Background: an optimization exercise with open tools, aiming at small area. Do not read the settings as production practice. At most, simulation tests tie the RTL to the original design; equivalence was not proved. Function not checked in run 1: the RTL went through the layout flow alone. No driver is modelled on the clock port, so clocking that relies on it looks cheaper here than on a real chip.

==> flow/design.v, too long to show whole: its modules and the start of the top module <==
// module fir_tap_mult_path: 59 lines
// module fir_tap_mac: 562 lines
// module fir_tap_booth_enc: 16 lines
// module fir_tap_cpa48: 133 lines
// module fir_tap_add48: 93 lines
// module fir_tap_add27: 51 lines
// module fir_tap_addend_path: 12 lines
// module fir_tap_post_adder: 39 lines
// module fir_tap_top: 33 lines
module fir_tap_top (
    input  wire         clk_i,
    input  wire         rst_i,
    input  fir_tap_pkg::tap_sample_t sample_i,
    input  fir_tap_pkg::coeff_ctrl_t coeff_ctrl_i,
    input  fir_tap_pkg::acc_t        c_i,
    input  fir_tap_pkg::acc_t        pcin_i,
    output fir_tap_pkg::acc_t        p_o
);
  // ...
==> flow/flow/run.sh <==
#!/bin/bash
# Own layout flow: the standard ORFS flow, with
#  - synthesis mapped by ABC for area (flow/abc.script) instead of ORFS's delay script;
#    everything else in synthesis, and so every register, is as in the standard synthesis
#  - port buffers of the smallest buffer cell, and no dummy clock-tree loads.
# Each step's full output is in orfs/logs/; make's own output in flow_*.log here.
set -euo pipefail
W=$(pwd)
F=$W/flow
export MY_ABC_SCRIPT=$F/abc.script
SYNTH="SYNTH_SCRIPT=$F/synth.tcl"
KNOBS=(ABC_AREA=1 ABC_CLOCK_PERIOD_IN_PS=7000
       "BUFFER_PORTS_ARGS=-buffer_cell sky130_fd_sc_hd__buf_1"
       "CTS_ARGS=-sink_clustering_enable -repair_clock_nets -dont_use_dummy_load")
if [[ -f $F/knobs.sh ]]; then source $F/knobs.sh; fi
make -C "$FLOW_HOME" DESIGN_CONFIG="$W/config.mk" WORK_HOME="$W/orfs" CLKGATE_MAP_FILE= \
  "$SYNTH" "${KNOBS[@]}" synth > "$W/flow_synth.log" 2>&1
make -C "$FLOW_HOME" DESIGN_CONFIG="$W/config.mk" WORK_HOME="$W/orfs" CLKGATE_MAP_FILE= \
  "$SYNTH" "${KNOBS[@]}" finish > "$W/flow_finish.log" 2>&1
R=$W/orfs/results/$FLOW_PLATFORM/fir_tap_top/base
: # left out here: write the final layout as DEF
==> flow/flow/abc.script <==
strash; dch; map -a; topo; stime -c
==> flow/flow/knobs.sh <==
KNOBS=(ABC_AREA=1 ABC_CLOCK_PERIOD_IN_PS=7000
       "BUFFER_PORTS_ARGS=-buffer_cell sky130_fd_sc_hd__buf_1"
       "CTS_ARGS=-sink_clustering_enable -repair_clock_nets -dont_use_dummy_load -sink_clustering_size 16 -sink_clustering_max_diameter 60 -buf_list {sky130_fd_sc_hd__clkbuf_8}"
       GPL_TIMING_DRIVEN=0)
KNOBS+=(RECOVER_POWER=100)
==> flow/flow/synth.tcl <==
proc synth {args} { yosys synth -nofsm -noshare -noabc {*}$args }
proc abc {args} {
  set i [lsearch -exact $args -script]
  if {$i >= 0 && [info exists ::env(MY_ABC_SCRIPT)]} {
    set args [lreplace $args [expr {$i + 1}] [expr {$i + 1}] $::env(MY_ABC_SCRIPT)]
  }
  yosys abc {*}$args
}
source $::env(SCRIPTS_DIR)/synth.tcl
# left out here: clear keep_hierarchy, flatten, clean up, hide names made inside functions, write 1_2_yosys.v
==> flow/standard.sh <==
#!/bin/bash
# synth_recipe.tcl (not shown) runs the flow's synth.tcl, then flattens the netlist and writes it again
# the make line also repeats each setting of config.mk as NAME=value (left out here)
make -C /OpenROAD-flow-scripts/flow DESIGN_CONFIG=/design/flow/config.mk WORK_HOME=/design/flow/orfs CLKGATE_MAP_FILE= SYNTH_SCRIPT=/design/flow/synth_recipe.tcl "${@:-finish}"
==> flow/config.mk <==
export PLATFORM = sky130hd
export DESIGN_NAME = fir_tap_top
export DESIGN_NICKNAME = fir_tap_top
export VERILOG_FILES = /design/flow/design.v
export SDC_FILE = /design/flow/constraint.sdc
export NUM_CORES = 4
export LEC_CHECK = 0
export CAP_MARGIN = 20
export CORE_MARGIN = 2
export CORE_UTILIZATION = 40
export SLEW_MARGIN = 20
==> flow/constraint.sdc <==
create_clock -name core_clock -period 7.0 [get_ports {clk_i}]
set_input_delay 1.4000 -clock core_clock [delete_from_list [all_inputs] [get_ports {clk_i}]]
set_output_delay 1.4000 -clock core_clock [all_outputs]
set_load 0.01 [all_outputs]
==> results.txt, run 1 <==
status=complete, but fails checks; SO Faults=max-capacitance violations, max-slew violations; die width=approximately 230 um; max cap viols=3; pre-CTS setup slack=-1.48 ns; Inserted Diodes=0; Hold WC Path Type=reg -> reg; setup ws final=approximately 0.26 ns; Layout Utilization=between 40% and 50%; fraction of area in multi-input gates=59.5%; CTS tree=done; Buf/Inv on CP=2; placed cells=2795; total stage count of the critical path=24; DRC=0; CTS Buffer Depth=3; GRT Util Overall=around a fifth; post-synthesis async set-or-reset flop share=0%; Critical-path top delay cell=fa_1; Synth Net Count=~2500; met2 WL=between 20000 and 30000 um; CTS clk-pin slew, worst paths=about 0.1 ns; Post-Route WL=54900 um; Slew Viols, Final=96; vias in the first global route=approximately 16000; drt via density=around 5.3; CP top delay family=adder cells; Die Area=52700 um^2; WL/cell=between 15 and 20 um; largest fanout on the critical path=18; nonclk buf count=268
==> module fir_tap_mult_path, before the edit <==
module fir_tap_mult_path (
    input  wire         clk_i,
    input  wire         rst_i,
    input  fir_tap_pkg::tap_sample_t sample_i,
    input  fir_tap_pkg::coeff_ctrl_t coeff_ctrl_i,
    input  fir_tap_pkg::acc_t        c_aligned_i,
    output fir_tap_pkg::acc_t        mac_o
);
    fir_tap_pkg::coeff_t coeff_load_q;
    fir_tap_pkg::coeff_t coeff_work_q;
    always_ff @(posedge clk_i) begin
        if (rst_i) begin
            coeff_load_q <= '0;
            coeff_work_q <= '0;
        end else begin
            if (coeff_ctrl_i.load) begin
                coeff_load_q <= coeff_ctrl_i.coeff;
            end
            if (coeff_ctrl_i.update) begin
                coeff_work_q <= coeff_load_q;
            end
        end
    end
    fir_tap_pkg::preadd_t preadd_q;
    logic [8:0] one, two, neg;
    logic [8:0] one_s1_q, two_s1_q, neg_s1_q;
    fir_tap_booth_enc i_booth_enc (
        .w_i   (coeff_work_q),
        .one_o (one),
        .two_o (two),
        .neg_o (neg)
    );
    fir_tap_pkg::preadd_t preadd_sum;
    fir_tap_add27 i_preadd (
        .a (fir_tap_pkg::preadd_t'(sample_i.d)),
        .b (fir_tap_pkg::preadd_t'(sample_i.a)),
        .s (preadd_sum)
    );
    always_ff @(posedge clk_i) begin
        preadd_q   <= preadd_sum;
        one_s1_q   <= one;
        two_s1_q   <= two;
        neg_s1_q   <= neg;
    end
    fir_tap_pkg::acc_t mac;
    fir_tap_pkg::acc_t mac_q;
    fir_tap_mac i_mac (
        .da_i  (preadd_q),
        .one_i (one_s1_q),
        .two_i (two_s1_q),
        .neg_i (neg_s1_q),
        .c_i   (c_aligned_i),
        .x_o   (mac)
    );
    always_ff @(posedge clk_i) begin
        mac_q <= mac;
    end
    assign mac_o = mac_q;
endmodule
==> module fir_tap_mac, before the edit <==
module fir_tap_mac (
    input  wire [26:0] da_i,
    input  wire [8:0]  one_i,    
    input  wire [8:0]  two_i,    
    input  wire [8:0]  neg_i,    
    input  wire [47:0] c_i,
    output wire [47:0] x_o
);
    wire [27:0] x  = {da_i[26], da_i};
    wire [28:0] x1 = {x, 1'b0};
    wire [8:0] one = one_i, two = two_i, neg = neg_i;
    wire [27:0] pp0;
    wire [27:0] pp1;
    wire [27:0] pp2;
    wire [27:0] pp3;
    wire [27:0] pp4;
    wire [27:0] pp5;
    wire [27:0] pp6;
    wire [27:0] pp7;
    wire [27:0] pp8;
    assign pp0 = (({28{one[0]}} & x) | ({28{two[0]}} & x1[27:0])) ^ {28{neg[0]}};
    assign pp1 = (({28{one[1]}} & x) | ({28{two[1]}} & x1[27:0])) ^ {28{neg[1]}};
    assign pp2 = (({28{one[2]}} & x) | ({28{two[2]}} & x1[27:0])) ^ {28{neg[2]}};
    assign pp3 = (({28{one[3]}} & x) | ({28{two[3]}} & x1[27:0])) ^ {28{neg[3]}};
    assign pp4 = (({28{one[4]}} & x) | ({28{two[4]}} & x1[27:0])) ^ {28{neg[4]}};
    assign pp5 = (({28{one[5]}} & x) | ({28{two[5]}} & x1[27:0])) ^ {28{neg[5]}};
    assign pp6 = (({28{one[6]}} & x) | ({28{two[6]}} & x1[27:0])) ^ {28{neg[6]}};
    assign pp7 = (({28{one[7]}} & x) | ({28{two[7]}} & x1[27:0])) ^ {28{neg[7]}};
    assign pp8 = (({28{one[8]}} & x) | ({28{two[8]}} & x1[27:0])) ^ {28{neg[8]}};
    wire t1, t2, t3, t4, t5, t6, t7, t8, t9, t10, t11, t12, t13, t14, t15, t16, t17, t18, t19, t20, t21, t22, t23, t24, t25, t26, t27, t28, t29, t30, t31, t32, t33, t34, t35, t36, t37, t38, t39, t40, t41, t42, t43, t44, t45, t46, t47, t48, t49, t50, t51, t52, t53, t54, t55, t56, t57, t58, t59, t60, t61, t62, t63, t64, t65, t66, t67, t68, t69, t70, t71, t72, t73, t74, t75, t76, t77, t78, t79, t80, t81, t82, t83, t84, t85, t86, t87, t88, t89, t90, t91, t92, t93, t94, t95, t96, t97, t98, t99, t100, t101, t102, t103, t104, t105, t106, t107, t108, t109, t110, t111, t112, t113, t114, t115, t116, t117, t118, t119, t120, t121, t122, t123, t124, t125, t126, t127, t128, t129, t130, t131, t132, t133, t134, t135, t136, t137, t138, t139, t140, t141, t142, t143, t144, t145, t146, t147, t148, t149, t150, t151, t152, t153, t154, t155, t156, t157, t158, t159, t160, t161, t162, t163, t164, t165, t166, t167, t168, t169, t170, t171, t172, t173, t174, t175, t176, t177, t178, t179, t180, t181, t182, t183, t184, t185, t186, t187, t188, t189, t190, t191, t192, t193, t194, t195, t196, t197, t198, t199, t200, t201, t202, t203, t204, t205, t206, t207, t208, t209, t210, t211, t212, t213, t214, t215, t216, t217, t218, t219, t220, t221, t222, t223, t224, t225, t226, t227, t228, t229, t230, t231, t232, t233, t234, t235, t236, t237, t238, t239, t240, t241, t242, t243, t244, t245, t246, t247, t248, t249, t250, t251, t252, t253, t254, t255, t256, t257, t258, t259, t260, t261, t262, t263, t264, t265, t266, t267, t268, t269, t270, t271, t272, t273, t274, t275, t276, t277, t278, t279, t280, t281, t282, t283, t284, t285, t286, t287, t288, t289, t290, t291, t292, t293, t294, t295, t296, t297, t298, t299, t300, t301, t302, t303, t304, t305, t306, t307, t308, t309, t310, t311, t312, t313, t314, t315, t316, t317, t318, t319, t320, t321, t322, t323, t324, t325, t326, t327, t328, t329, t330, t331, t332, t333, t334, t335, t336, t337, t338, t339, t340, t341, t342, t343, t344, t345, t346, t347, t348, t349, t350, t351, t352, t353, t354, t355, t356, t357, t358, t359, t360, t361, t362, t363, t364, t365, t366, t367, t368, t369, t370, t371, t372, t373, t374, t375, t376, t377, t378, t379, t380, t381, t382, t383, t384, t385, t386, t387, t388, t389, t390, t391, t392, t393, t394, t395, t396, t397, t398, t399, t400, t401, t402, t403, t404, t405, t406, t407, t408, t409, t410, t411, t412, t413, t414, t415, t416, t417, t418, t419, t420, t421, t422, t423, t424, t425, t426, t427, t428, t429, t430, t431, t432, t433, t434, t435, t436, t437, t438, t439, t440, t441, t442, t443, t444, t445, t446, t447, t448, t449, t450, t451, t452, t453, t454, t455, t456, t457, t458, t459, t460, t461, t462, t463, t464, t465, t466, t467, t468, t469, t470, t471, t472, t473, t474, t475, t476, t477, t478, t479, t480, t481, t482, t483, t484, t485, t486, t487, t488, t489, t490, t491, t492, t493, t494, t495, t496, t497, t498, t499, t500, t501, t502, t503, t504, t505, t506, t507, t508, t509, t510, t511, t512, t513, t514, t515, t516, t517, t518, t519, t520, t521, t522, t523, t524, t525, t526, t527, t528;
    assign t1 = c_i[14] ^ pp0[14];
    assign t2 = c_i[14] & pp0[14];
    assign t3 = c_i[15] ^ pp0[15];
    assign t4 = c_i[15] & pp0[15];
    assign t5 = c_i[16] ^ pp0[16] ^ pp1[14];
    assign t6 = (c_i[16] & pp0[16]) | (pp1[14] & (c_i[16] ^ pp0[16]));
    assign t7 = pp2[12] ^ pp3[10];
    assign t8 = pp2[12] & pp3[10];
    assign t9 = c_i[17] ^ pp0[17] ^ pp1[15];
    assign t10 = (c_i[17] & pp0[17]) | (pp1[15] & (c_i[17] ^ pp0[17]));
    assign t11 = pp2[13] ^ pp3[11];
    assign t12 = pp2[13] & pp3[11];
    assign t13 = c_i[18] ^ pp0[18] ^ pp1[16];
    assign t14 = (c_i[18] & pp0[18]) | (pp1[16] & (c_i[18] ^ pp0[18]));
    assign t15 = pp2[14] ^ pp3[12];
    assign t16 = pp2[14] & pp3[12];
    assign t17 = c_i[19] ^ pp0[19] ^ pp1[17];
    assign t18 = (c_i[19] & pp0[19]) | (pp1[17] & (c_i[19] ^ pp0[19]));
    assign t19 = pp2[15] ^ pp3[13];
    assign t20 = pp2[15] & pp3[13];
    assign t21 = c_i[20] ^ pp0[20] ^ pp1[18];
    assign t22 = (c_i[20] & pp0[20]) | (pp1[18] & (c_i[20] ^ pp0[20]));
    assign t23 = pp2[16] ^ pp3[14];
    assign t24 = pp2[16] & pp3[14];
    assign t25 = c_i[21] ^ pp0[21] ^ pp1[19];
    assign t26 = (c_i[21] & pp0[21]) | (pp1[19] & (c_i[21] ^ pp0[21]));
    assign t27 = pp2[17] ^ pp3[15];
    assign t28 = pp2[17] & pp3[15];
    assign t29 = c_i[22] ^ pp0[22] ^ pp1[20];
    assign t30 = (c_i[22] & pp0[22]) | (pp1[20] & (c_i[22] ^ pp0[22]));
    assign t31 = pp2[18] ^ pp3[16];
    assign t32 = pp2[18] & pp3[16];
    assign t33 = c_i[23] ^ pp0[23] ^ pp1[21];
    assign t34 = (c_i[23] & pp0[23]) | (pp1[21] & (c_i[23] ^ pp0[23]));
    assign t35 = pp2[19] ^ pp3[17];
    assign t36 = pp2[19] & pp3[17];
    assign t37 = c_i[24] ^ pp0[24] ^ pp1[22];
    assign t38 = (c_i[24] & pp0[24]) | (pp1[22] & (c_i[24] ^ pp0[24]));
    assign t39 = pp2[20] ^ pp3[18];
    assign t40 = pp2[20] & pp3[18];
    assign t41 = c_i[25] ^ pp0[25] ^ pp1[23];
    assign t42 = (c_i[25] & pp0[25]) | (pp1[23] & (c_i[25] ^ pp0[25]));
    assign t43 = pp2[21] ^ pp3[19];
    assign t44 = pp2[21] & pp3[19];
    assign t45 = c_i[26] ^ pp0[26] ^ pp1[24];
    assign t46 = (c_i[26] & pp0[26]) | (pp1[24] & (c_i[26] ^ pp0[26]));
    assign t47 = pp2[22] ^ pp3[20];
    assign t48 = pp2[22] & pp3[20];
    assign t49 = c_i[27] ^ ~pp0[27] ^ pp1[25];
    assign t50 = (c_i[27] & ~pp0[27]) | (pp1[25] & (c_i[27] ^ ~pp0[27]));
    assign t51 = pp2[23] ^ pp3[21] ^ pp4[19];
    assign t52 = (pp2[23] & pp3[21]) | (pp4[19] & (pp2[23] ^ pp3[21]));
    assign t53 = c_i[28] ^ pp1[26] ^ pp2[24];
    assign t54 = (c_i[28] & pp1[26]) | (pp2[24] & (c_i[28] ^ pp1[26]));
    assign t55 = pp3[22] ^ pp4[20];
    assign t56 = pp3[22] & pp4[20];
    assign t57 = c_i[29] ^ ~pp1[27] ^ pp2[25];
    assign t58 = (c_i[29] & ~pp1[27]) | (pp2[25] & (c_i[29] ^ ~pp1[27]));
    assign t59 = c_i[30] ^ pp2[26];
    assign t60 = c_i[30] & pp2[26];
    assign t61 = c_i[8] ^ pp0[8];
    assign t62 = c_i[8] & pp0[8];
    assign t63 = c_i[9] ^ pp0[9];
    assign t64 = c_i[9] & pp0[9];
    assign t65 = c_i[10] ^ pp0[10] ^ pp1[8];
    assign t66 = (c_i[10] & pp0[10]) | (pp1[8] & (c_i[10] ^ pp0[10]));
    assign t67 = pp2[6] ^ pp3[4];
    assign t68 = pp2[6] & pp3[4];
    assign t69 = c_i[11] ^ pp0[11] ^ pp1[9];
    assign t70 = (c_i[11] & pp0[11]) | (pp1[9] & (c_i[11] ^ pp0[11]));
    assign t71 = pp2[7] ^ pp3[5];
    assign t72 = pp2[7] & pp3[5];
    assign t73 = c_i[12] ^ pp0[12] ^ pp1[10];
    assign t74 = (c_i[12] & pp0[12]) | (pp1[10] & (c_i[12] ^ pp0[12]));
    assign t75 = pp2[8] ^ pp3[6] ^ pp4[4];
    assign t76 = (pp2[8] & pp3[6]) | (pp4[4] & (pp2[8] ^ pp3[6]));
    assign t77 = pp5[2] ^ pp6[0];
    assign t78 = pp5[2] & pp6[0];
    assign t79 = c_i[13] ^ pp0[13] ^ pp1[11];
    assign t80 = (c_i[13] & pp0[13]) | (pp1[11] & (c_i[13] ^ pp0[13]));
    assign t81 = pp2[9] ^ pp3[7] ^ pp4[5];
    assign t82 = (pp2[9] & pp3[7]) | (pp4[5] & (pp2[9] ^ pp3[7]));
    assign t83 = pp5[3] ^ pp6[1];
    assign t84 = pp5[3] & pp6[1];
    assign t85 = t1 ^ pp1[12] ^ pp2[10];
    assign t86 = (t1 & pp1[12]) | (pp2[10] & (t1 ^ pp1[12]));
    assign t87 = pp3[8] ^ pp4[6] ^ pp5[4];
    assign t88 = (pp3[8] & pp4[6]) | (pp5[4] & (pp3[8] ^ pp4[6]));
    assign t89 = pp6[2] ^ pp7[0] ^ neg[7];
    assign t90 = (pp6[2] & pp7[0]) | (neg[7] & (pp6[2] ^ pp7[0]));
    assign t91 = t3 ^ pp1[13] ^ pp2[11];
    assign t92 = (t3 & pp1[13]) | (pp2[11] & (t3 ^ pp1[13]));
    assign t93 = pp3[9] ^ pp4[7] ^ pp5[5];
    assign t94 = (pp3[9] & pp4[7]) | (pp5[5] & (pp3[9] ^ pp4[7]));
    assign t95 = pp6[3] ^ pp7[1] ^ t2;
    assign t96 = (pp6[3] & pp7[1]) | (t2 & (pp6[3] ^ pp7[1]));
    assign t97 = t5 ^ t7 ^ pp4[8];
    assign t98 = (t5 & t7) | (pp4[8] & (t5 ^ t7));
    assign t99 = pp5[6] ^ pp6[4] ^ pp7[2];
    assign t100 = (pp5[6] & pp6[4]) | (pp7[2] & (pp5[6] ^ pp6[4]));
    assign t101 = pp8[0] ^ neg[8] ^ t4;
    assign t102 = (pp8[0] & neg[8]) | (t4 & (pp8[0] ^ neg[8]));
    assign t103 = t9 ^ t11 ^ pp4[9];
    assign t104 = (t9 & t11) | (pp4[9] & (t9 ^ t11));
    assign t105 = pp5[7] ^ pp6[5] ^ pp7[3];
    assign t106 = (pp5[7] & pp6[5]) | (pp7[3] & (pp5[7] ^ pp6[5]));
    assign t107 = pp8[1] ^ t6 ^ t8;
    assign t108 = (pp8[1] & t6) | (t8 & (pp8[1] ^ t6));
    assign t109 = t13 ^ t15 ^ pp4[10];
    assign t110 = (t13 & t15) | (pp4[10] & (t13 ^ t15));
    assign t111 = pp5[8] ^ pp6[6] ^ pp7[4];
    assign t112 = (pp5[8] & pp6[6]) | (pp7[4] & (pp5[8] ^ pp6[6]));
    assign t113 = pp8[2] ^ t10 ^ t12;
    assign t114 = (pp8[2] & t10) | (t12 & (pp8[2] ^ t10));
    assign t115 = t17 ^ t19 ^ pp4[11];
    assign t116 = (t17 & t19) | (pp4[11] & (t17 ^ t19));
    assign t117 = pp5[9] ^ pp6[7] ^ pp7[5];
    assign t118 = (pp5[9] & pp6[7]) | (pp7[5] & (pp5[9] ^ pp6[7]));
    assign t119 = pp8[3] ^ t14 ^ t16;
    assign t120 = (pp8[3] & t14) | (t16 & (pp8[3] ^ t14));
    assign t121 = t21 ^ t23 ^ pp4[12];
    assign t122 = (t21 & t23) | (pp4[12] & (t21 ^ t23));
    assign t123 = pp5[10] ^ pp6[8] ^ pp7[6];
    assign t124 = (pp5[10] & pp6[8]) | (pp7[6] & (pp5[10] ^ pp6[8]));
    assign t125 = pp8[4] ^ t18 ^ t20;
    assign t126 = (pp8[4] & t18) | (t20 & (pp8[4] ^ t18));
    assign t127 = t25 ^ t27 ^ pp4[13];
    assign t128 = (t25 & t27) | (pp4[13] & (t25 ^ t27));
    assign t129 = pp5[11] ^ pp6[9] ^ pp7[7];
    assign t130 = (pp5[11] & pp6[9]) | (pp7[7] & (pp5[11] ^ pp6[9]));
    assign t131 = pp8[5] ^ t22 ^ t24;
    assign t132 = (pp8[5] & t22) | (t24 & (pp8[5] ^ t22));
    assign t133 = t29 ^ t31 ^ pp4[14];
    assign t134 = (t29 & t31) | (pp4[14] & (t29 ^ t31));
    assign t135 = pp5[12] ^ pp6[10] ^ pp7[8];
    assign t136 = (pp5[12] & pp6[10]) | (pp7[8] & (pp5[12] ^ pp6[10]));
    assign t137 = pp8[6] ^ t26 ^ t28;
    assign t138 = (pp8[6] & t26) | (t28 & (pp8[6] ^ t26));
    assign t139 = t33 ^ t35 ^ pp4[15];
    assign t140 = (t33 & t35) | (pp4[15] & (t33 ^ t35));
    assign t141 = pp5[13] ^ pp6[11] ^ pp7[9];
    assign t142 = (pp5[13] & pp6[11]) | (pp7[9] & (pp5[13] ^ pp6[11]));
    assign t143 = pp8[7] ^ t30 ^ t32;
    assign t144 = (pp8[7] & t30) | (t32 & (pp8[7] ^ t30));
    assign t145 = t37 ^ t39 ^ pp4[16];
    assign t146 = (t37 & t39) | (pp4[16] & (t37 ^ t39));
    assign t147 = pp5[14] ^ pp6[12] ^ pp7[10];
    assign t148 = (pp5[14] & pp6[12]) | (pp7[10] & (pp5[14] ^ pp6[12]));
    assign t149 = pp8[8] ^ t34 ^ t36;
    assign t150 = (pp8[8] & t34) | (t36 & (pp8[8] ^ t34));
    assign t151 = t41 ^ t43 ^ pp4[17];
    assign t152 = (t41 & t43) | (pp4[17] & (t41 ^ t43));
    assign t153 = pp5[15] ^ pp6[13] ^ pp7[11];
    assign t154 = (pp5[15] & pp6[13]) | (pp7[11] & (pp5[15] ^ pp6[13]));
    assign t155 = pp8[9] ^ t38 ^ t40;
    assign t156 = (pp8[9] & t38) | (t40 & (pp8[9] ^ t38));
    assign t157 = t45 ^ t47 ^ pp4[18];
    assign t158 = (t45 & t47) | (pp4[18] & (t45 ^ t47));
    assign t159 = pp5[16] ^ pp6[14] ^ pp7[12];
    assign t160 = (pp5[16] & pp6[14]) | (pp7[12] & (pp5[16] ^ pp6[14]));
    assign t161 = pp8[10] ^ t42 ^ t44;
    assign t162 = (pp8[10] & t42) | (t44 & (pp8[10] ^ t42));
    assign t163 = t49 ^ t51 ^ pp5[17];
    assign t164 = (t49 & t51) | (pp5[17] & (t49 ^ t51));
    assign t165 = pp6[15] ^ pp7[13] ^ pp8[11];
    assign t166 = (pp6[15] & pp7[13]) | (pp8[11] & (pp6[15] ^ pp7[13]));
    assign t167 = 1'b1 ^ t46 ^ t48;
    assign t168 = (1'b1 & t46) | (t48 & (1'b1 ^ t46));
    assign t169 = t53 ^ t55 ^ pp5[18];
    assign t170 = (t53 & t55) | (pp5[18] & (t53 ^ t55));
    assign t171 = pp6[16] ^ pp7[14] ^ pp8[12];
    assign t172 = (pp6[16] & pp7[14]) | (pp8[12] & (pp6[16] ^ pp7[14]));
    assign t173 = 1'b1 ^ t50 ^ t52;
    assign t174 = (1'b1 & t50) | (t52 & (1'b1 ^ t50));
    assign t175 = t57 ^ pp3[23] ^ pp4[21];
    assign t176 = (t57 & pp3[23]) | (pp4[21] & (t57 ^ pp3[23]));
    assign t177 = pp5[19] ^ pp6[17] ^ pp7[15];
    assign t178 = (pp5[19] & pp6[17]) | (pp7[15] & (pp5[19] ^ pp6[17]));
    assign t179 = pp8[13] ^ t54 ^ t56;
    assign t180 = (pp8[13] & t54) | (t56 & (pp8[13] ^ t54));
    assign t181 = t59 ^ pp3[24] ^ pp4[22];
    assign t182 = (t59 & pp3[24]) | (pp4[22] & (t59 ^ pp3[24]));
    assign t183 = pp5[20] ^ pp6[18] ^ pp7[16];
    assign t184 = (pp5[20] & pp6[18]) | (pp7[16] & (pp5[20] ^ pp6[18]));
    assign t185 = pp8[14] ^ 1'b1 ^ t58;
    assign t186 = (pp8[14] & 1'b1) | (t58 & (pp8[14] ^ 1'b1));
    assign t187 = c_i[31] ^ ~pp2[27] ^ pp3[25];
    assign t188 = (c_i[31] & ~pp2[27]) | (pp3[25] & (c_i[31] ^ ~pp2[27]));
    assign t189 = pp4[23] ^ pp5[21] ^ pp6[19];
    assign t190 = (pp4[23] & pp5[21]) | (pp6[19] & (pp4[23] ^ pp5[21]));
    assign t191 = pp7[17] ^ pp8[15] ^ t60;
    assign t192 = (pp7[17] & pp8[15]) | (t60 & (pp7[17] ^ pp8[15]));
    assign t193 = c_i[32] ^ pp3[26] ^ pp4[24];
    assign t194 = (c_i[32] & pp3[26]) | (pp4[24] & (c_i[32] ^ pp3[26]));
    assign t195 = pp5[22] ^ pp6[20] ^ pp7[18];
    assign t196 = (pp5[22] & pp6[20]) | (pp7[18] & (pp5[22] ^ pp6[20]));
    assign t197 = pp8[16] ^ 1'b1;
    assign t198 = pp8[16] & 1'b1;
    assign t199 = c_i[33] ^ ~pp3[27] ^ pp4[25];
    assign t200 = (c_i[33] & ~pp3[27]) | (pp4[25] & (c_i[33] ^ ~pp3[27]));
    assign t201 = pp5[23] ^ pp6[21] ^ pp7[19];
    assign t202 = (pp5[23] & pp6[21]) | (pp7[19] & (pp5[23] ^ pp6[21]));
    assign t203 = c_i[34] ^ pp4[26] ^ pp5[24];
    assign t204 = (c_i[34] & pp4[26]) | (pp5[24] & (c_i[34] ^ pp4[26]));
    assign t205 = pp6[22] ^ pp7[20];
    assign t206 = pp6[22] & pp7[20];
    assign t207 = c_i[35] ^ ~pp4[27] ^ pp5[25];
    assign t208 = (c_i[35] & ~pp4[27]) | (pp5[25] & (c_i[35] ^ ~pp4[27]));
    assign t209 = c_i[36] ^ pp5[26];
    assign t210 = c_i[36] & pp5[26];
    assign t211 = c_i[4] ^ pp0[4];
    assign t212 = c_i[4] & pp0[4];
    assign t213 = c_i[5] ^ pp0[5];
    assign t214 = c_i[5] & pp0[5];
    assign t215 = c_i[6] ^ pp0[6] ^ pp1[4];
    assign t216 = (c_i[6] & pp0[6]) | (pp1[4] & (c_i[6] ^ pp0[6]));
    assign t217 = pp2[2] ^ pp3[0];
    assign t218 = pp2[2] & pp3[0];
    assign t219 = c_i[7] ^ pp0[7] ^ pp1[5];
    assign t220 = (c_i[7] & pp0[7]) | (pp1[5] & (c_i[7] ^ pp0[7]));
    assign t221 = pp2[3] ^ pp3[1];
    assign t222 = pp2[3] & pp3[1];
    assign t223 = t61 ^ pp1[6] ^ pp2[4];
    assign t224 = (t61 & pp1[6]) | (pp2[4] & (t61 ^ pp1[6]));
    assign t225 = pp3[2] ^ pp4[0] ^ neg[4];
    assign t226 = (pp3[2] & pp4[0]) | (neg[4] & (pp3[2] ^ pp4[0]));
    assign t227 = t63 ^ pp1[7] ^ pp2[5];
    assign t228 = (t63 & pp1[7]) | (pp2[5] & (t63 ^ pp1[7]));
    assign t229 = pp3[3] ^ pp4[1] ^ t62;
    assign t230 = (pp3[3] & pp4[1]) | (t62 & (pp3[3] ^ pp4[1]));
    assign t231 = t65 ^ t67 ^ pp4[2];
    assign t232 = (t65 & t67) | (pp4[2] & (t65 ^ t67));
    assign t233 = pp5[0] ^ neg[5] ^ t64;
    assign t234 = (pp5[0] & neg[5]) | (t64 & (pp5[0] ^ neg[5]));
    assign t235 = t69 ^ t71 ^ pp4[3];
    assign t236 = (t69 & t71) | (pp4[3] & (t69 ^ t71));
    assign t237 = pp5[1] ^ t66 ^ t68;
    assign t238 = (pp5[1] & t66) | (t68 & (pp5[1] ^ t66));
    assign t239 = t73 ^ t75 ^ t77;
    assign t240 = (t73 & t75) | (t77 & (t73 ^ t75));
    assign t241 = neg[6] ^ t70 ^ t72;
    assign t242 = (neg[6] & t70) | (t72 & (neg[6] ^ t70));
    assign t243 = t79 ^ t81 ^ t83;
    assign t244 = (t79 & t81) | (t83 & (t79 ^ t81));
    assign t245 = t74 ^ t76 ^ t78;
    assign t246 = (t74 & t76) | (t78 & (t74 ^ t76));
    assign t247 = t85 ^ t87 ^ t89;
    assign t248 = (t85 & t87) | (t89 & (t85 ^ t87));
    assign t249 = t80 ^ t82 ^ t84;
    assign t250 = (t80 & t82) | (t84 & (t80 ^ t82));
    assign t251 = t91 ^ t93 ^ t95;
    assign t252 = (t91 & t93) | (t95 & (t91 ^ t93));
    assign t253 = t86 ^ t88 ^ t90;
    assign t254 = (t86 & t88) | (t90 & (t86 ^ t88));
    assign t255 = t97 ^ t99 ^ t101;
    assign t256 = (t97 & t99) | (t101 & (t97 ^ t99));
    assign t257 = t92 ^ t94 ^ t96;
    assign t258 = (t92 & t94) | (t96 & (t92 ^ t94));
    assign t259 = t103 ^ t105 ^ t107;
    assign t260 = (t103 & t105) | (t107 & (t103 ^ t105));
    assign t261 = t98 ^ t100 ^ t102;
    assign t262 = (t98 & t100) | (t102 & (t98 ^ t100));
    assign t263 = t109 ^ t111 ^ t113;
    assign t264 = (t109 & t111) | (t113 & (t109 ^ t111));
    assign t265 = t104 ^ t106 ^ t108;
    assign t266 = (t104 & t106) | (t108 & (t104 ^ t106));
    assign t267 = t115 ^ t117 ^ t119;
    assign t268 = (t115 & t117) | (t119 & (t115 ^ t117));
    assign t269 = t110 ^ t112 ^ t114;
    assign t270 = (t110 & t112) | (t114 & (t110 ^ t112));
    assign t271 = t121 ^ t123 ^ t125;
    assign t272 = (t121 & t123) | (t125 & (t121 ^ t123));
    assign t273 = t116 ^ t118 ^ t120;
    assign t274 = (t116 & t118) | (t120 & (t116 ^ t118));
    assign t275 = t127 ^ t129 ^ t131;
    assign t276 = (t127 & t129) | (t131 & (t127 ^ t129));
    assign t277 = t122 ^ t124 ^ t126;
    assign t278 = (t122 & t124) | (t126 & (t122 ^ t124));
    assign t279 = t133 ^ t135 ^ t137;
    assign t280 = (t133 & t135) | (t137 & (t133 ^ t135));
    assign t281 = t128 ^ t130 ^ t132;
    assign t282 = (t128 & t130) | (t132 & (t128 ^ t130));
    assign t283 = t139 ^ t141 ^ t143;
    assign t284 = (t139 & t141) | (t143 & (t139 ^ t141));
    assign t285 = t134 ^ t136 ^ t138;
    assign t286 = (t134 & t136) | (t138 & (t134 ^ t136));
    assign t287 = t145 ^ t147 ^ t149;
    assign t288 = (t145 & t147) | (t149 & (t145 ^ t147));
    assign t289 = t140 ^ t142 ^ t144;
    assign t290 = (t140 & t142) | (t144 & (t140 ^ t142));
    assign t291 = t151 ^ t153 ^ t155;
    assign t292 = (t151 & t153) | (t155 & (t151 ^ t153));
    assign t293 = t146 ^ t148 ^ t150;
    assign t294 = (t146 & t148) | (t150 & (t146 ^ t148));
    assign t295 = t157 ^ t159 ^ t161;
    assign t296 = (t157 & t159) | (t161 & (t157 ^ t159));
    assign t297 = t152 ^ t154 ^ t156;
    assign t298 = (t152 & t154) | (t156 & (t152 ^ t154));
    assign t299 = t163 ^ t165 ^ t167;
    assign t300 = (t163 & t165) | (t167 & (t163 ^ t165));
    assign t301 = t158 ^ t160 ^ t162;
    assign t302 = (t158 & t160) | (t162 & (t158 ^ t160));
    assign t303 = t169 ^ t171 ^ t173;
    assign t304 = (t169 & t171) | (t173 & (t169 ^ t171));
    assign t305 = t164 ^ t166 ^ t168;
    assign t306 = (t164 & t166) | (t168 & (t164 ^ t166));
    assign t307 = t175 ^ t177 ^ t179;
    assign t308 = (t175 & t177) | (t179 & (t175 ^ t177));
    assign t309 = t170 ^ t172 ^ t174;
    assign t310 = (t170 & t172) | (t174 & (t170 ^ t172));
    assign t311 = t181 ^ t183 ^ t185;
    assign t312 = (t181 & t183) | (t185 & (t181 ^ t183));
    assign t313 = t176 ^ t178 ^ t180;
    assign t314 = (t176 & t178) | (t180 & (t176 ^ t178));
    assign t315 = t187 ^ t189 ^ t191;
    assign t316 = (t187 & t189) | (t191 & (t187 ^ t189));
    assign t317 = t182 ^ t184 ^ t186;
    assign t318 = (t182 & t184) | (t186 & (t182 ^ t184));
    assign t319 = t193 ^ t195 ^ t197;
    assign t320 = (t193 & t195) | (t197 & (t193 ^ t195));
    assign t321 = t188 ^ t190 ^ t192;
    assign t322 = (t188 & t190) | (t192 & (t188 ^ t190));
    assign t323 = t199 ^ t201 ^ pp8[17];
    assign t324 = (t199 & t201) | (pp8[17] & (t199 ^ t201));
    assign t325 = t194 ^ t196 ^ t198;
    assign t326 = (t194 & t196) | (t198 & (t194 ^ t196));
    assign t327 = t203 ^ t205 ^ pp8[18];
    assign t328 = (t203 & t205) | (pp8[18] & (t203 ^ t205));
    assign t329 = 1'b1 ^ t200 ^ t202;
    assign t330 = (1'b1 & t200) | (t202 & (1'b1 ^ t200));
    assign t331 = t207 ^ pp6[23] ^ pp7[21];
    assign t332 = (t207 & pp6[23]) | (pp7[21] & (t207 ^ pp6[23]));
    assign t333 = pp8[19] ^ t204 ^ t206;
    assign t334 = (pp8[19] & t204) | (t206 & (pp8[19] ^ t204));
    assign t335 = t209 ^ pp6[24] ^ pp7[22];
    assign t336 = (t209 & pp6[24]) | (pp7[22] & (t209 ^ pp6[24]));
    assign t337 = pp8[20] ^ 1'b1 ^ t208;
    assign t338 = (pp8[20] & 1'b1) | (t208 & (pp8[20] ^ 1'b1));
    assign t339 = c_i[37] ^ ~pp5[27] ^ pp6[25];
    assign t340 = (c_i[37] & ~pp5[27]) | (pp6[25] & (c_i[37] ^ ~pp5[27]));
    assign t341 = pp7[23] ^ pp8[21] ^ t210;
    assign t342 = (pp7[23] & pp8[21]) | (t210 & (pp7[23] ^ pp8[21]));
    assign t343 = c_i[38] ^ pp6[26] ^ pp7[24];
    assign t344 = (c_i[38] & pp6[26]) | (pp7[24] & (c_i[38] ^ pp6[26]));
    assign t345 = pp8[22] ^ 1'b1;
    assign t346 = pp8[22] & 1'b1;
    assign t347 = c_i[39] ^ ~pp6[27] ^ pp7[25];
    assign t348 = (c_i[39] & ~pp6[27]) | (pp7[25] & (c_i[39] ^ ~pp6[27]));
    assign t349 = c_i[40] ^ pp7[26];
    assign t350 = c_i[40] & pp7[26];
    assign t351 = c_i[2] ^ pp0[2];
    assign t352 = c_i[2] & pp0[2];
    assign t353 = c_i[3] ^ pp0[3];
    assign t354 = c_i[3] & pp0[3];
    assign t355 = t211 ^ pp1[2] ^ pp2[0];
    assign t356 = (t211 & pp1[2]) | (pp2[0] & (t211 ^ pp1[2]));
    assign t357 = t213 ^ pp1[3] ^ pp2[1];
    assign t358 = (t213 & pp1[3]) | (pp2[1] & (t213 ^ pp1[3]));
    assign t359 = t215 ^ t217 ^ neg[3];
    assign t360 = (t215 & t217) | (neg[3] & (t215 ^ t217));
    assign t361 = t219 ^ t221 ^ t216;
    assign t362 = (t219 & t221) | (t216 & (t219 ^ t221));
    assign t363 = t223 ^ t225 ^ t220;
    assign t364 = (t223 & t225) | (t220 & (t223 ^ t225));
    assign t365 = t227 ^ t229 ^ t224;
    assign t366 = (t227 & t229) | (t224 & (t227 ^ t229));
    assign t367 = t231 ^ t233 ^ t228;
    assign t368 = (t231 & t233) | (t228 & (t231 ^ t233));
    assign t369 = t235 ^ t237 ^ t232;
    assign t370 = (t235 & t237) | (t232 & (t235 ^ t237));
    assign t371 = t239 ^ t241 ^ t236;
    assign t372 = (t239 & t241) | (t236 & (t239 ^ t241));
    assign t373 = t243 ^ t245 ^ t240;
    assign t374 = (t243 & t245) | (t240 & (t243 ^ t245));
    assign t375 = t247 ^ t249 ^ t244;
    assign t376 = (t247 & t249) | (t244 & (t247 ^ t249));
    assign t377 = t251 ^ t253 ^ t248;
    assign t378 = (t251 & t253) | (t248 & (t251 ^ t253));
    assign t379 = t255 ^ t257 ^ t252;
    assign t380 = (t255 & t257) | (t252 & (t255 ^ t257));
    assign t381 = t259 ^ t261 ^ t256;
    assign t382 = (t259 & t261) | (t256 & (t259 ^ t261));
    assign t383 = t263 ^ t265 ^ t260;
    assign t384 = (t263 & t265) | (t260 & (t263 ^ t265));
    assign t385 = t267 ^ t269 ^ t264;
    assign t386 = (t267 & t269) | (t264 & (t267 ^ t269));
    assign t387 = t271 ^ t273 ^ t268;
    assign t388 = (t271 & t273) | (t268 & (t271 ^ t273));
    assign t389 = t275 ^ t277 ^ t272;
    assign t390 = (t275 & t277) | (t272 & (t275 ^ t277));
    assign t391 = t279 ^ t281 ^ t276;
    assign t392 = (t279 & t281) | (t276 & (t279 ^ t281));
    assign t393 = t283 ^ t285 ^ t280;
    assign t394 = (t283 & t285) | (t280 & (t283 ^ t285));
    assign t395 = t287 ^ t289 ^ t284;
    assign t396 = (t287 & t289) | (t284 & (t287 ^ t289));
    assign t397 = t291 ^ t293 ^ t288;
    assign t398 = (t291 & t293) | (t288 & (t291 ^ t293));
    assign t399 = t295 ^ t297 ^ t292;
    assign t400 = (t295 & t297) | (t292 & (t295 ^ t297));
    assign t401 = t299 ^ t301 ^ t296;
    assign t402 = (t299 & t301) | (t296 & (t299 ^ t301));
    assign t403 = t303 ^ t305 ^ t300;
    assign t404 = (t303 & t305) | (t300 & (t303 ^ t305));
    assign t405 = t307 ^ t309 ^ t304;
    assign t406 = (t307 & t309) | (t304 & (t307 ^ t309));
    assign t407 = t311 ^ t313 ^ t308;
    assign t408 = (t311 & t313) | (t308 & (t311 ^ t313));
    assign t409 = t315 ^ t317 ^ t312;
    assign t410 = (t315 & t317) | (t312 & (t315 ^ t317));
    assign t411 = t319 ^ t321 ^ t316;
    assign t412 = (t319 & t321) | (t316 & (t319 ^ t321));
    assign t413 = t323 ^ t325 ^ t320;
    assign t414 = (t323 & t325) | (t320 & (t323 ^ t325));
    assign t415 = t327 ^ t329 ^ t324;
    assign t416 = (t327 & t329) | (t324 & (t327 ^ t329));
    assign t417 = t331 ^ t333 ^ t328;
    assign t418 = (t331 & t333) | (t328 & (t331 ^ t333));
    assign t419 = t335 ^ t337 ^ t332;
    assign t420 = (t335 & t337) | (t332 & (t335 ^ t337));
    assign t421 = t339 ^ t341 ^ t336;
    assign t422 = (t339 & t341) | (t336 & (t339 ^ t341));
    assign t423 = t343 ^ t345 ^ t340;
    assign t424 = (t343 & t345) | (t340 & (t343 ^ t345));
    assign t425 = t347 ^ pp8[23] ^ t344;
    assign t426 = (t347 & pp8[23]) | (t344 & (t347 ^ pp8[23]));
    assign t427 = t349 ^ pp8[24] ^ 1'b1;
    assign t428 = (t349 & pp8[24]) | (1'b1 & (t349 ^ pp8[24]));
    assign t429 = c_i[41] ^ ~pp7[27] ^ pp8[25];
    assign t430 = (c_i[41] & ~pp7[27]) | (pp8[25] & (c_i[41] ^ ~pp7[27]));
    assign t431 = c_i[42] ^ pp8[26];
    assign t432 = c_i[42] & pp8[26];
    assign t433 = c_i[0] ^ pp0[0];
    assign t434 = c_i[0] & pp0[0];
    assign t435 = c_i[1] ^ pp0[1];
    assign t436 = c_i[1] & pp0[1];
    assign t437 = t351 ^ pp1[0] ^ neg[1];
    assign t438 = (t351 & pp1[0]) | (neg[1] & (t351 ^ pp1[0]));
    assign t439 = t353 ^ pp1[1] ^ t352;
    assign t440 = (t353 & pp1[1]) | (t352 & (t353 ^ pp1[1]));
    assign t441 = t355 ^ neg[2] ^ t354;
    assign t442 = (t355 & neg[2]) | (t354 & (t355 ^ neg[2]));
    assign t443 = t357 ^ t212 ^ t356;
    assign t444 = (t357 & t212) | (t356 & (t357 ^ t212));
    assign t445 = t359 ^ t214 ^ t358;
    assign t446 = (t359 & t214) | (t358 & (t359 ^ t214));
    assign t447 = t361 ^ t218 ^ t360;
    assign t448 = (t361 & t218) | (t360 & (t361 ^ t218));
    assign t449 = t363 ^ t222 ^ t362;
    assign t450 = (t363 & t222) | (t362 & (t363 ^ t222));
    assign t451 = t365 ^ t226 ^ t364;
    assign t452 = (t365 & t226) | (t364 & (t365 ^ t226));
    assign t453 = t367 ^ t230 ^ t366;
    assign t454 = (t367 & t230) | (t366 & (t367 ^ t230));
    assign t455 = t369 ^ t234 ^ t368;
    assign t456 = (t369 & t234) | (t368 & (t369 ^ t234));
    assign t457 = t371 ^ t238 ^ t370;
    assign t458 = (t371 & t238) | (t370 & (t371 ^ t238));
    assign t459 = t373 ^ t242 ^ t372;
    assign t460 = (t373 & t242) | (t372 & (t373 ^ t242));
    assign t461 = t375 ^ t246 ^ t374;
    assign t462 = (t375 & t246) | (t374 & (t375 ^ t246));
    assign t463 = t377 ^ t250 ^ t376;
    assign t464 = (t377 & t250) | (t376 & (t377 ^ t250));
    assign t465 = t379 ^ t254 ^ t378;
    assign t466 = (t379 & t254) | (t378 & (t379 ^ t254));
    assign t467 = t381 ^ t258 ^ t380;
    assign t468 = (t381 & t258) | (t380 & (t381 ^ t258));
    assign t469 = t383 ^ t262 ^ t382;
    assign t470 = (t383 & t262) | (t382 & (t383 ^ t262));
    assign t471 = t385 ^ t266 ^ t384;
    assign t472 = (t385 & t266) | (t384 & (t385 ^ t266));
    assign t473 = t387 ^ t270 ^ t386;
    assign t474 = (t387 & t270) | (t386 & (t387 ^ t270));
    assign t475 = t389 ^ t274 ^ t388;
    assign t476 = (t389 & t274) | (t388 & (t389 ^ t274));
    assign t477 = t391 ^ t278 ^ t390;
    assign t478 = (t391 & t278) | (t390 & (t391 ^ t278));
    assign t479 = t393 ^ t282 ^ t392;
    assign t480 = (t393 & t282) | (t392 & (t393 ^ t282));
    assign t481 = t395 ^ t286 ^ t394;
    assign t482 = (t395 & t286) | (t394 & (t395 ^ t286));
    assign t483 = t397 ^ t290 ^ t396;
    assign t484 = (t397 & t290) | (t396 & (t397 ^ t290));
    assign t485 = t399 ^ t294 ^ t398;
    assign t486 = (t399 & t294) | (t398 & (t399 ^ t294));
    assign t487 = t401 ^ t298 ^ t400;
    assign t488 = (t401 & t298) | (t400 & (t401 ^ t298));
    assign t489 = t403 ^ t302 ^ t402;
    assign t490 = (t403 & t302) | (t402 & (t403 ^ t302));
    assign t491 = t405 ^ t306 ^ t404;
    assign t492 = (t405 & t306) | (t404 & (t405 ^ t306));
    assign t493 = t407 ^ t310 ^ t406;
    assign t494 = (t407 & t310) | (t406 & (t407 ^ t310));
    assign t495 = t409 ^ t314 ^ t408;
    assign t496 = (t409 & t314) | (t408 & (t409 ^ t314));
    assign t497 = t411 ^ t318 ^ t410;
    assign t498 = (t411 & t318) | (t410 & (t411 ^ t318));
    assign t499 = t413 ^ t322 ^ t412;
    assign t500 = (t413 & t322) | (t412 & (t413 ^ t322));
    assign t501 = t415 ^ t326 ^ t414;
    assign t502 = (t415 & t326) | (t414 & (t415 ^ t326));
    assign t503 = t417 ^ t330 ^ t416;
    assign t504 = (t417 & t330) | (t416 & (t417 ^ t330));
    assign t505 = t419 ^ t334 ^ t418;
    assign t506 = (t419 & t334) | (t418 & (t419 ^ t334));
    assign t507 = t421 ^ t338 ^ t420;
    assign t508 = (t421 & t338) | (t420 & (t421 ^ t338));
    assign t509 = t423 ^ t342 ^ t422;
    assign t510 = (t423 & t342) | (t422 & (t423 ^ t342));
    assign t511 = t425 ^ t346 ^ t424;
    assign t512 = (t425 & t346) | (t424 & (t425 ^ t346));
    assign t513 = t427 ^ t348 ^ t426;
    assign t514 = (t427 & t348) | (t426 & (t427 ^ t348));
    assign t515 = t429 ^ t350 ^ t428;
    assign t516 = (t429 & t350) | (t428 & (t429 ^ t350));
    assign t517 = t431 ^ 1'b1 ^ t430;
    assign t518 = (t431 & 1'b1) | (t430 & (t431 ^ 1'b1));
    assign t519 = c_i[43] ^ ~pp8[27] ^ t432;
    assign t520 = (c_i[43] & ~pp8[27]) | (t432 & (c_i[43] ^ ~pp8[27]));
    assign t521 = c_i[44] ^ 1'b1;
    assign t522 = c_i[44] & 1'b1;
    assign t523 = c_i[45] ^ 1'b1;
    assign t524 = c_i[45] & 1'b1;
    assign t525 = c_i[46] ^ 1'b1;
    assign t526 = c_i[46] & 1'b1;
    assign t527 = c_i[47] ^ 1'b1;
    assign t528 = c_i[47] & 1'b1;
    wire [47:0] row_a = {t527, t525, t523, t521, t519, t517, t515, t513, t511, t509, t507, t505, t503, t501, t499, t497, t495, t493, t491, t489, t487, t485, t483, t481, t479, t477, t475, t473, t471, t469, t467, t465, t463, t461, t459, t457, t455, t453, t451, t449, t447, t445, t443, t441, t439, t437, t435, t433};
    wire [47:0] row_b = {t526, t524, t522, t520, t518, t516, t514, t512, t510, t508, t506, t504, t502, t500, t498, t496, t494, t492, t490, t488, t486, t484, t482, t480, t478, t476, t474, t472, t470, t468, t466, t464, t462, t460, t458, t456, t454, t452, t450, t448, t446, t444, t442, t440, t438, t436, t434, neg[0]};
    fir_tap_cpa48 i_cpa (.a(row_a), .b(row_b), .s(x_o));
endmodule
==> module fir_tap_post_adder, before the edit <==
module fir_tap_post_adder (
    input  wire      clk_i,
    input  wire      rst_i,
    input  fir_tap_pkg::acc_t     mac_i,
    input  fir_tap_pkg::acc_t     pcin_i,
    output fir_tap_pkg::acc_t     p_o
);
    logic [1:0]        valid_q;
    fir_tap_pkg::acc_t mac_q;
    always_ff @(posedge clk_i) begin
        if (rst_i) begin
            valid_q <= '0;
        end else begin
            valid_q <= {valid_q[0], 1'b1};
        end
    end
    always_ff @(posedge clk_i) begin
        if (rst_i || !valid_q[1]) begin
            mac_q <= '0;
        end else begin
            mac_q <= mac_i;
        end
    end
    fir_tap_pkg::acc_t sum;
    fir_tap_pkg::acc_t p_q;
    fir_tap_add48 i_add (
        .a (mac_q),
        .b (pcin_i),
        .s (sum)
    );
    always_ff @(posedge clk_i) begin
        if (rst_i) begin
            p_q <= '0;
        end else begin
            p_q <= sum;
        end
    end
    assign p_o = p_q;
endmodule
==> inputs of run 2 (changes only) <==
--- a/flow/design.v
+++ b/flow/design.v
@@ -47,14 +47,7 @@
         end
     end
     fir_tap_pkg::preadd_t preadd_q;
-    logic [8:0] one, two, neg;
-    logic [8:0] one_s1_q, two_s1_q, neg_s1_q;
-    fir_tap_booth_enc i_booth_enc (
-        .w_i   (coeff_work_q),
-        .one_o (one),
-        .two_o (two),
-        .neg_o (neg)
-    );
+    fir_tap_pkg::coeff_t  coeff_s1_q;
     fir_tap_pkg::preadd_t preadd_sum;
     fir_tap_add27 i_preadd (
         .a (fir_tap_pkg::preadd_t'(sample_i.d)),
@@ -63,19 +56,15 @@
     );
     always_ff @(posedge clk_i) begin
         preadd_q   <= preadd_sum;
-        one_s1_q   <= one;
-        two_s1_q   <= two;
-        neg_s1_q   <= neg;
+        coeff_s1_q <= coeff_work_q;
     end
     fir_tap_pkg::acc_t mac;
     fir_tap_pkg::acc_t mac_q;
     fir_tap_mac i_mac (
-        .da_i  (preadd_q),
-        .one_i (one_s1_q),
-        .two_i (two_s1_q),
-        .neg_i (neg_s1_q),
-        .c_i   (c_aligned_i),
-        .x_o   (mac)
+        .da_i (preadd_q),
+        .w_i  (coeff_s1_q),
+        .c_i  (c_aligned_i),
+        .x_o  (mac)
     );
     always_ff @(posedge clk_i) begin
         mac_q <= mac;
@@ -86,15 +75,14 @@
 `default_nettype none
 module fir_tap_mac (
     input  wire [26:0] da_i,
-    input  wire [8:0]  one_i,    
-    input  wire [8:0]  two_i,    
-    input  wire [8:0]  neg_i,    
+    input  wire [17:0] w_i,
     input  wire [47:0] c_i,
     output wire [47:0] x_o
 );
     wire [27:0] x  = {da_i[26], da_i};
     wire [28:0] x1 = {x, 1'b0};
-    wire [8:0] one = one_i, two = two_i, neg = neg_i;
+    wire [18:0] wb = {w_i, 1'b0};
+    wire [8:0] one, two, neg;
     wire [27:0] pp0;
     wire [27:0] pp1;
     wire [27:0] pp2;
@@ -104,6 +92,14 @@
     wire [27:0] pp6;
     wire [27:0] pp7;
     wire [27:0] pp8;
+    genvar j;
+    generate
+        for (j = 0; j < 9; j++) begin : g_booth
+            assign one[j] = wb[2*j+1] ^ wb[2*j];
+            assign two[j] = (wb[2*j+2] & ~wb[2*j+1] & ~wb[2*j]) | (~wb[2*j+2] & wb[2*j+1] & wb[2*j]);
+            assign neg[j] = wb[2*j+2];
+        end
+    endgenerate
     assign pp0 = (({28{one[0]}} & x) | ({28{two[0]}} & x1[27:0])) ^ {28{neg[0]}};
     assign pp1 = (({28{one[1]}} & x) | ({28{two[1]}} & x1[27:0])) ^ {28{neg[1]}};
     assign pp2 = (({28{one[2]}} & x) | ({28{two[2]}} & x1[27:0])) ^ {28{neg[2]}};
@@ -646,22 +642,6 @@
     wire [47:0] row_b = {t526, t524, t522, t520, t518, t516, t514, t512, t510, t508, t506, t504, t502, t500, t498, t496, t494, t492, t490, t488, t486, t484, t482, t480, t478, t476, t474, t472, t470, t468, t466, t464, t462, t460, t458, t456, t454, t452, t450, t448, t446, t444, t442, t440, t438, t436, t434, neg[0]};
     fir_tap_cpa48 i_cpa (.a(row_a), .b(row_b), .s(x_o));
 endmodule
-module fir_tap_booth_enc (
-    input  wire [17:0] w_i,
-    output wire [8:0]  one_o,
-    output wire [8:0]  two_o,
-    output wire [8:0]  neg_o
-);
-    wire [18:0] wb = {w_i, 1'b0};
-    genvar j;
-    generate
-        for (j = 0; j < 9; j++) begin : g_digit
-            assign one_o[j] = wb[2*j+1] ^ wb[2*j];
-            assign two_o[j] = (wb[2*j+2] ^ wb[2*j+1]) & ~(wb[2*j+1] ^ wb[2*j]);
-            assign neg_o[j] = wb[2*j+2];
-        end
-    endgenerate
-endmodule
 module fir_tap_cpa48 (input wire [47:0] a, input wire [47:0] b, output wire [47:0] s);
     wire [47:0] p = a ^ b;
     wire [47:0] g = a & b;
@@ -962,26 +942,24 @@
     input  fir_tap_pkg::acc_t     pcin_i,
     output fir_tap_pkg::acc_t     p_o
 );
-    logic [1:0]        valid_q;
     fir_tap_pkg::acc_t mac_q;
+    logic [2:0]        valid_q;
     always_ff @(posedge clk_i) begin
-        if (rst_i) begin
-            valid_q <= '0;
-        end else begin
-            valid_q <= {valid_q[0], 1'b1};
-        end
+        mac_q <= mac_i;
     end
     always_ff @(posedge clk_i) begin
-        if (rst_i || !valid_q[1]) begin
-            mac_q <= '0;
+        if (rst_i) begin
+            valid_q <= '0;
         end else begin
-            mac_q <= mac_i;
+            valid_q <= {valid_q[1:0], 1'b1};
         end
     end
+    fir_tap_pkg::acc_t mac_masked;
     fir_tap_pkg::acc_t sum;
     fir_tap_pkg::acc_t p_q;
+    assign mac_masked = valid_q[2] ? mac_q : '0;
     fir_tap_add48 i_add (
-        .a (mac_q),
+        .a (mac_masked),
         .b (pcin_i),
         .s (sum)
     );
==> flow/flow/knobs.sh (replaced) <==
KNOBS=(ABC_AREA=1 ABC_CLOCK_PERIOD_IN_PS=7000
       "BUFFER_PORTS_ARGS=-buffer_cell sky130_fd_sc_hd__buf_1"
       "CTS_ARGS=-sink_clustering_enable -repair_clock_nets -dont_use_dummy_load -buf_list {sky130_fd_sc_hd__clkbuf_4 sky130_fd_sc_hd__clkbuf_8}"
       GPL_TIMING_DRIVEN=0)
export SKEW_FIRST_BIT=8
export SKEW_CELLS="sky130_fd_sc_hd__dlygate4sd3_1 sky130_fd_sc_hd__dlygate4sd3_1"
KNOBS+=(PRE_CTS_TCL=$F/skew.tcl)
==> flow/flow/skew.tcl (new file) <==
# Useful skew for an internal pipeline register: the clock of the upper bits
# of the multiply-add result register (i_mult_path.mac_q, fed only by the
# cut-1 registers and feeding only the alignment register) is taken through
# a few delay cells, giving the multiply-add stage more of the cycle and the
# plain register-to-register stage after it less. No register that an input
# port feeds, or that feeds an output port, is touched.
set skew_first_bit $::env(SKEW_FIRST_BIT)
set skew_cells $::env(SKEW_CELLS)
set block [ord::get_db_block]
set db [ord::get_db]
set clk_net [$block findNet clk_i]
set sinks {}
foreach inst [$block getInsts] {
  set name [$inst getName]
  if {[regexp {^i_mult_path\.mac_q\\?\[([0-9]+)\\?\]} $name -> bit] && $bit >= $skew_first_bit} {
    lappend sinks $inst
  }
}
puts "skew: [llength $sinks] registers"
set xs 0; set ys 0
foreach inst $sinks {
  set loc [$inst getLocation]
  set xs [expr {$xs + [lindex $loc 0]}]
  set ys [expr {$ys + [lindex $loc 1]}]
}
set cx [expr {$xs / [llength $sinks]}]
set cy [expr {$ys / [llength $sinks]}]
set prev $clk_net
set i 0
foreach cell $skew_cells {
  set master [$db findMaster $cell]
  set inst [odb::dbInst_create $block $master "skew_dly_$i"]
  set net [odb::dbNet_create $block "clk_skew_$i"]
  $net setSigType CLOCK
  [$inst findITerm A] connect $prev
  [$inst findITerm X] connect $net
  $inst setLocation $cx $cy
  $inst setPlacementStatus PLACED
  set prev $net
  incr i
}
foreach inst $sinks {
  set it [$inst findITerm CLK]
  $it disconnect
  $it connect $prev
}
puts "skew: clock of [llength $sinks] registers through $skew_cells"
==> run 2 against run 1 <==
Now clean on timing, DRC and antenna. First-iteration DRC count up 11%. Clock skew up 0.061 ns. Critical endpoint unchanged. Largest cell class unchanged. Via count increased by 6.4%.
==> results.txt, run 2 <==
synth warn=3; area of the multi-input gates=approximately 14000 um^2; post-synthesis compound-gate area fraction=11.9%; most instantiated library cell after synthesis=fa_1; largest family of logic cells by synthesized area=adder cells; CTS clk-pin slew, worst paths=0.09 ns (about the same); Initial Utilization=40.3%; commonest non-fill, non-tap cells in the layout=fa_1, dfxtp_1, xor2_1; largest stage delay on the critical path=approximately 0.6 ns; clock skew=0.118 ns; most common cell after layout, fill and taps aside=fa_1; pin count of the biggest net entering global routing=between 40 and 50; Core ar.=49900 um^2; area leader, netlist=fa_1; First-pass DRT Iterations=7; Slew HR=42.5%; Fin Hold WS=0.0455 ns; post-route clock period utilization=between 90 and 100%; Setup-failing EPs final=0; crit path DAT=8.49 ns; post-synthesis async set-or-reset flop share=0% (unchanged); Synth Net Count=2482 (-1.4%); detailed-route via count=between 15000 and 20000; number of synthesized flops with an enable pin=0; synth cell count leaders=fa_1, dfxtp_1, xor2_1; pre-CTS setup slack=-2.10 ns (-0.618 ns); register bit count reported by yosys=276; Final HPWL DP=37700 um; drt via density=5.43 (+2.0%); max cap viols=0 (-3); top_reg_cell synth=dfxtp_1; status=no timing/DRC/antenna violations; Skew-Pair Late Insertion Delay=around 1.8 ns; Worst Setup SP=i_mult_path.coeff_s1_q[3]$_DFF_P_; max frequency=around 0.15 GHz; Simple-Gate Fraction of Synth Area=4.77%; Synth Area in Adders=approximately 40%; r2r endpoint=i_mult_path.mac_q[43]$_DFF_P_; largest fanout on the critical path=7 (-11); worst slew pin tran=approximately 0.86 ns; # nets final=about 2900; Worst Path Class, Setup=reg -> reg; dpl cell area=22100 um^2; Buf/Inv on CP=4 (+2); Filler Cell Count=4506; CP top delay family=adder cells; final-report hold violation count=0; vias in the first global route=17200 (+4.9%); Critical-path top delay cell=fa_2; CTS tree=done; first-pass GRT wire length=around 94000 um; Post-Route WL=60700 um (+11%); share of the synthesized area in the top cell type=roughly 31%; Reg2Reg Setup Slack=between 0.15 and 0.2 ns; Die Height=between 200 and 250 um; Cells after Synth=1859; Synth Area per Inst=approximately 11 um^2; setup ws final=0.171 ns (-0.0912 ns); WL/cell=20.3 um (+6.1%); Synth Area in XOR/XNOR=around an eighth; crit end category=flop; startpoint types=flop; Req. time, crit path=~8.7 ns; Tmin final=6.83 ns; RSZ-0062 raised after global routing=yes; Rows=slightly above 80; Cell variety after synth=28; die width=228 um (-0.64%); Storage cell area=roughly 5600 um^2; mapped cell area=~20000 um^2; Setup crit end=i_mult_path.mac_q[43]$_DFF_P_; Synth area leaders=fa_1, dfxtp_1, xor2_1; multiplexer share of the synthesized area=0%; Buffers on Ports=between 200 and 250; Hold WC Path Type=in -> reg; Congestion Overflow GR=0; total stage count of the critical path=25 (+4.2%); cells on worst reg2reg path=25; initial antenna violation count=1; io pins=around 220; register area share after synthesis=about 28%; GRT Util Overall=23.3% (+2.4 points); DRT iter0 DRCs=between 1000 and 1500; ANT nets after route=0; Slew Viols, Final=0 (-100%); Die Area=52000 um^2 (-1.3%); post-route cell area=~25000 um^2; layout cell share with drive strength beyond 1=between 10% and 20%; placer congestion estimate=about 0.90; DRC=0 (unchanged); FF-to-FF Start=i_mult_path.coeff_s1_q[3]$_DFF_P_; Area growth syn-to-layout=25.8%
run 2: cell types whose count changed after synthesis, moves of 8 or more:
| cell | before | now |
|---|---|---|
| clkinv_1 | 252 | 224 |
| dfxtp_1 | 284 | 276 |
| nand3_1 | 5 | 19 |
| nor2_1 | 182 | 149 |
| nand2_1 | 36 | 54 |
| a21oi_1 | 87 | 98 |
run 2: worst min-delay path by stage:
| stage | startpoint | endpoint | slack, ns | cells past startpoint |
|---|---|---|---|---|
| 6_report | sample_i[18] | i_mult_path.preadd_q[18]$_DFF_P_ | 0.05 | 2 |
| 5_1_grt | sample_i[18] | i_mult_path.preadd_q[18]$_DFF_P_ | 0.001 | 2 |
| 4_1_cts | sample_i[31] | i_mult_path.preadd_q[5]$_DFF_P_ | 0.0006 | 2 |
| 3_5_place_dp | i_mult_path.mac_q[11]$_DFF_P_ | i_post_adder.mac_q[11]$_DFF_P_ | 0.31 | 0 |
| 3_3_place_gp | i_mult_path.mac_q[46]$_DFF_P_ | i_post_adder.mac_q[46]$_DFF_P_ | 0.31 | 0 |
| 2_1_floorplan | i_mult_path.mac_q[0]$_DFF_P_ | i_post_adder.mac_q[0]$_DFF_P_ | 0.31 | 0 |
run 2: cell families (layout without fill, tap and decap cells):
logic type,after synthesis,in the layout
fa+ha+maj,453,453
other cells,0,1
simple gates,237,243
flops,276,276
buf+inv,224,673
xor+xnor,268,268
compound gates,401,403
run 2: through the flow:
step                      instances  utilization (%)  setup TNS (ns)
after floorplan                1859                -               0
after global placement         2748             43.8          -35.19
after detailed placement       2755             44.3          -36.36
after CTS                      2955             49.3         -0.0366
after global routing           2989             50.6          -0.175
final                          2989             50.6               0
run 2: layout make-up, clock buffers not listed:
class / instances / share of cell area, %
Multi-Input combinational cell: 1367 / 57.0
Sequential cell: 276 / 22.1
Timing Repair Buffer: 384 / 10.4
Inverter: 224 / 3.80
Tap cell: 672 / 3.33
Buffer: 2 / 0.0793
Timing Repair inverter: 3 / 0.0743
Antenna cell: 1 / 0.00991
run 2: routing by layer:
| layer | up-vias | GRT usage, % | wire (um) |
|---|---|---|---|
| li1 | 7178 | - | - |
| met1 | 7827 | 28.3 | 23500 |
| met2 | 966 | 36.1 | 27400 |
| met3 | 266 | 8.10 | 6720 |
| met4 | 0 | 13.1 | 3090 |
| met5 | - | 0 | 0 |
run 2: repair_timing:
| item | CTS | global route |
|---|---|---|
| cloned | 9 | 2 |
| resized for setup | 87 | 78 |
| hold buffers | 83 | 2 |
| setup endpoints to repair | 33 | 10 |
| hold endpoints to repair | 76 | 2 |
| setup buffers | 46 | 29 |
| pin swaps | 19 | 38 |
run 2: worst register-to-register path: cells and delay by family, from the launching register on:
kind	cells	cell delay [ns]
and+or+nand+nor	2	0.20
xor gates and xnor gates	2	0.27
DFF	1	0.37
buffers and inverters	4	0.51
AOI/OAI and AO/OA	8	1.59
adders and majority gates	9	3.85

==> afterwards: timing with drivers on the ports <==
The flow's constraints put no driver on any port. The routed layouts listed below were extracted and timed again, unchanged, in two steps. Step 1 assumes that a clkbuf_16 drives the clock port and a buf_2 every other input. Step 2 times the ports against the registers' clock, not the clock port: input delays grow and output delays shrink by t, the midpoint of the rising clock arrivals with the driver on. Three values: ideal ports, drivers, drivers and shift; two values: the first two.
run | t (ns) | slack for setup (ns) | hold WS [ns] | worst slew at a driven data input, ns | pins driven straight from the clock port
run 1 | 0.668 | 0.262 / 0.262 / -0.082 | 0.341 / 0.341 / 0.341 | 0.07 | 1
run 2 | 1.755 | 0.171 / 0.171 / -0.439 | 0.046 / 0.017 / 0.313 | 0.06 | 2
The setup slack of run 2, which loses most, moves by 0.000 ns with the drivers and by -0.610 ns with both steps.
